This is an optimization exercise on Yosys and OpenROAD, whose aim is small area, not a production implementation. At most, simulation tests tie the RTL to the original design; equivalence was not proved. Power and IR drop assume default switching activity.

==> flow/design.v <==
`default_nettype none
package armPkg;
    localparam int DATA_W = 32;
endpackage
`default_nettype wire
`timescale 1ns/1ns
`default_nettype none
module armMulticycle (
    input  logic        clk,
    input  logic        reset,
    input  logic [31:0] readData,
    output logic [31:0] adr,
    output logic [31:0] writeData,
    output logic        memWrite
);
    logic [4:0] ph;
    logic       first;
    logic       pcz;
    logic       w1;
    logic       ph0, ph31;
    assign ph0  = (ph == 5'd0);
    assign ph31 = (ph == 5'd31);
    logic [31:0] rf [0:14];
    logic [31:0] pcr;
    logic [31:0] adrr;
    logic [31:0] wd;
    logic [31:0] ir;
    logic [31:0] instr;
    logic        irLoad;
    logic ldI, ldIn, ldW, ldWn;
    assign irLoad = ldI;
    assign instr  = ({32{ldI}} & readData) | ({32{ldIn}} & ir);
    logic [3:0] cond, cmd, rn, rd, rm, rb;
    logic [1:0] cls;
    logic       isDp, isMem, isBr, immBit, sBit, lBit;
    logic       isAnd, isOrr, isSub, isCmp, isAdd4;
    assign cond   = readData[31:28];
    assign cls    = instr[27:26];
    assign immBit = instr[25];
    assign cmd    = instr[24:21];
    assign sBit   = instr[20];
    assign lBit   = instr[20];
    assign rn     = instr[19:16];
    assign rd     = instr[15:12];
    assign rm     = instr[3:0];
    assign isDp   = (cls == 2'b00);
    assign isMem  = (cls == 2'b01);
    assign isBr   = (cls == 2'b10);
    assign isAnd  = isDp & (cmd == 4'b0000);
    assign isOrr  = isDp & (cmd == 4'b1100);
    assign isCmp  = (cmd == 4'b1010);
    assign isSub  = isDp & ((cmd == 4'b0010) | isCmp);
    assign isAdd4 = (cmd == 4'b0100);
    logic fn, fz, fc, fv;
    logic pass;
    logic passNow;
    logic passReg;
    assign pass = irLoad ? passNow : passReg;
    always_comb begin
        case (cond)
            4'd0:  passNow = fz;
            4'd1:  passNow = ~fz;
            4'd2:  passNow = fc;
            4'd3:  passNow = ~fc;
            4'd4:  passNow = fn;
            4'd5:  passNow = ~fn;
            4'd6:  passNow = fv;
            4'd7:  passNow = ~fv;
            4'd8:  passNow = fc & ~fz;
            4'd9:  passNow = ~fc | fz;
            4'd10: passNow = (fn == fv);
            4'd11: passNow = (fn != fv);
            4'd12: passNow = ~fz & (fn == fv);
            4'd13: passNow = fz | (fn != fv);
            default: passNow = 1'b1;
        endcase
    end
    logic c4, c8;
    logic c4in, c8in;
    logic k4;
    logic pcTap, s4, s8;
    assign pcTap = pcr[0] & ~pcz;
    assign k4    = (ph == 5'd2);
    assign c4in  = ~ph0 & c4;
    assign c8in  = ~ph0 & c8;
    assign s4    = pcTap ^ k4 ^ c4in;
    assign s8    = s4 ^ k4 ^ c8in;
    logic [14:0] tap;
    logic        portA, portB;
    for (genvar g = 0; g < 15; g++) begin : gTap
        assign tap[g] = rf[g][0];
    end
    assign rb    = isMem ? rd : rm;
    assign portA = (isBr | (rn == 4'd15)) ? s8 : tap[rn];
    assign portB = (rb == 4'd15) ? s8 : tap[rb];
    logic       dStream;
    logic       bd1, bd2;
    logic [4:0] j;
    logic       immDp, immMem, immBr, immS;
    assign dStream = ph0 ? readData[0] : wd[0];
    assign immMem  = (ph < 5'd12) & dStream;
    assign immBr   = (ph >= 5'd2) & bd2;
    assign j       = ph + {instr[11:8], 1'b0};
    assign immDp   = (j[4:3] == 2'b00) & instr[j[2:0]];
    always_comb begin
        case (cls)
            2'b00:   immS = immDp;
            2'b01:   immS = immMem;
            default: immS = immBr;
        endcase
    end
    logic opB, bx, cin, cout, sum, res;
    logic cy, zacc;
    assign opB  = (isDp & ~immBit) ? portB : immS;
    assign bx   = opB ^ isSub;
    assign cin  = ph0 ? isSub : cy;
    assign sum  = portA ^ bx ^ cin;
    assign cout = (portA & bx) | (portA & cin) | (bx & cin);
    assign res  = isAnd ? (portA & opB) : (isOrr ? (portA | opB) : sum);
    logic run0;
    logic pcNext, pcIn, adrIn;
    logic we;
    logic wbit;
    assign run0   = ~first & ~w1;
    assign pcNext = (isBr & pass) ? res : s4;
    assign pcIn   = w1 ? pcTap : pcNext;
    assign adrIn  = ~first & (w1 ? pcTap : (isMem ? res : pcNext));
    assign we   = w1 ? (lBit & pass) : (run0 & isDp & pass & ~isCmp);
    assign wbit = w1 ? dStream : res;
    always_ff @(posedge clk) begin
        for (int i = 0; i < 15; i++) begin
            rf[i] <= {(we && rd == i[3:0]) ? wbit : rf[i][0], rf[i][31:1]};
        end
        pcr  <= {pcIn, pcr[31:1]};
        wd   <= {portB, ({31{ldW}} & readData[31:1]) | ({31{ldWn}} & wd[31:1])};
        ldI  <= ph31 & ~(run0 & isMem);
        ldIn <= ~(ph31 & ~(run0 & isMem));
        ldW  <= ph31;
        ldWn <= ~ph31;
        bd1  <= dStream;
        if (ph < 5'd25 || ph == 5'd31) begin
            bd2 <= bd1;
        end
        ir      <= instr;
        passReg <= pass;
        c4   <= (pcTap & k4) | (pcTap & c4in) | (k4 & c4in);
        c8   <= (s4 & k4) | (s4 & c8in) | (k4 & c8in);
        cy   <= cout;
        zacc <= (~ph0 & zacc) | res;
    end
    logic flagWe;
    assign flagWe = run0 & ph31 & isDp & pass & (sBit | isCmp);
    always_ff @(posedge clk or posedge reset) begin
        if (reset) begin
            ph       <= 5'd31;
            first    <= 1'b1;
            pcz      <= 1'b1;
            adrr     <= 32'd0;
            w1       <= 1'b0;
            memWrite <= 1'b0;
            fn       <= 1'b0;
            fz       <= 1'b0;
            fc       <= 1'b0;
            fv       <= 1'b0;
        end else begin
            ph       <= ph + 5'd1;
            first    <= 1'b0;
            adrr     <= {adrIn, adrr[31:1]};
            memWrite <= run0 & ph31 & isMem & ~lBit & pass;
            if (ph31 && !first) begin
                pcz <= 1'b0;
                w1  <= run0 & isMem;
            end
            if (flagWe) begin
                fn <= res;
                fz <= ~(zacc | res);
                if (isAdd4 | isSub) begin
                    fc <= cout;
                    fv <= cin ^ cout;
                end
            end
        end
    end
    assign adr       = adrr;
    assign writeData = wd;
endmodule
`default_nettype wire
export LEC_CHECK = 0
export ABC_AREA = 1
export CAP_MARGIN = 20
export CORE_MARGIN = 2
export CORE_UTILIZATION = 40
export SLEW_MARGIN = 20
create_clock -name core_clock -period 8.0 [get_ports {clk}]
standard.sh (not shown) runs the stock make flow with config.mk's settings and CLKGATE_MAP_FILE= SYNTH_SCRIPT=/design/flow/synth_recipe.tcl, a recipe that flattens the netlist after the stock synthesis.
==> flow/flow/run.sh <==
#!/bin/bash
# ORFS layout with an area-oriented ABC mapping script, light port buffers
# and a lean clock tree. Each tool's output goes to a log in this folder.
set -euo pipefail
W=$PWD
rm -rf "$W/orfs_scripts"
cp -r "$FLOW_HOME/scripts" "$W/orfs_scripts"
cp "$W/flow/abc_area.script" "$W/orfs_scripts/abc_area.script"
export BUFFER_PORTS_ARGS="-buffer_cell sky130_fd_sc_hd__buf_1"
export CTS_ARGS="-sink_clustering_enable -repair_clock_nets -dont_use_dummy_load -buf_list {sky130_fd_sc_hd__clkbuf_16} -sink_clustering_size 30 -sink_clustering_max_diameter 80"
bash standard.sh SCRIPTS_DIR="$W/orfs_scripts" synth > "$W/synth.log" 2>&1
bash standard.sh SCRIPTS_DIR="$W/orfs_scripts" > "$W/orfs_flow.log" 2>&1
==> flow/flow/abc_area.script <==
strash
&get -n
&fraig -x
&put
scorr
dc2
strash
&get -n
&dch -f
&nf -R 1000
&put
Change:
--- a/flow/design.v
+++ b/flow/design.v
@@ -26,11 +26,10 @@
     logic [31:0] wd;
     logic [31:0] ir;
     logic [31:0] instr;
     logic        irLoad;
-    logic ldI, ldIn, ldW, ldWn;
-    assign irLoad = ldI;
-    assign instr  = ({32{ldI}} & readData) | ({32{ldIn}} & ir);
+    assign irLoad = ~first & ~w1 & ph0;
+    assign instr  = irLoad ? readData : ir;
     logic [3:0] cond, cmd, rn, rd, rm, rb;
     logic [1:0] cls;
     logic       isDp, isMem, isBr, immBit, sBit, lBit;
     logic       isAnd, isOrr, isSub, isCmp, isAdd4;
@@ -131,13 +130,13 @@
         for (int i = 0; i < 15; i++) begin
             rf[i] <= {(we && rd == i[3:0]) ? wbit : rf[i][0], rf[i][31:1]};
         end
         pcr  <= {pcIn, pcr[31:1]};
-        wd   <= {portB, ({31{ldW}} & readData[31:1]) | ({31{ldWn}} & wd[31:1])};
-        ldI  <= ph31 & ~(run0 & isMem);
-        ldIn <= ~(ph31 & ~(run0 & isMem));
-        ldW  <= ph31;
-        ldWn <= ~ph31;
+        if (ph0) begin
+            wd <= {portB, readData[31:1]};
+        end else begin
+            wd <= {portB, wd[31:1]};
+        end
         bd1  <= dStream;
         if (ph < 5'd25 || ph == 5'd31) begin
             bd2 <= bd1;
         end
=> Worst setup slack loses 0.42 ns. Area after synthesis rises by 0.41%. Final area rises by about 0.45%. Clock-buffer cell count rises by 1. First-iteration DRC count stays the same. Clock power hardly moves. Total power rises by 3.1%. Critical path depth stays the same. Worst hold slack loses 0.047 ns. Wire length falls by 5.4%. Combinational power rises by about 65%. Maximum frequency falls by 6.6%. Cell count falls by 0.53%.
Function not checked in the second run of this note: the RTL went through the layout flow alone.

afterwards: timing with drivers on the ports:
In the flow no input, the clock included, has a driving cell. The finished layouts below were timed again as built, in two steps.
Step 1 assumes that a clkbuf_16 drives the clock port and a buf_2 every other input.
Step 2 times the ports against the registers' clock, not the clock port: input delays grow and output delays shrink by t, the midpoint of the rising clock arrivals with the driver on.
a / b / c = ideal ports / drivers / drivers and shift; a / b = the first two.
run | shift t [ns] | slack for setup (ns) | hold slack, ns | worst register clock-pin slew, ns | worst slew at a driven data input, ns
the first run | 0.583 | 2.087 / 2.106 / 1.522 | 0.291 / 0.291 / 0.291 | 0.11 / 0.11 | 0.07
the second run | 0.575 | 1.669 / 1.669 / 1.366 | 0.244 / 0.244 / 0.244 | 0.10 / 0.10 | 0.04
After both steps setup and hold are still met in every run listed. For the first run, which loses most, drivers alone change the setup slack by +0.019 ns; drivers and shift together by -0.565 ns.
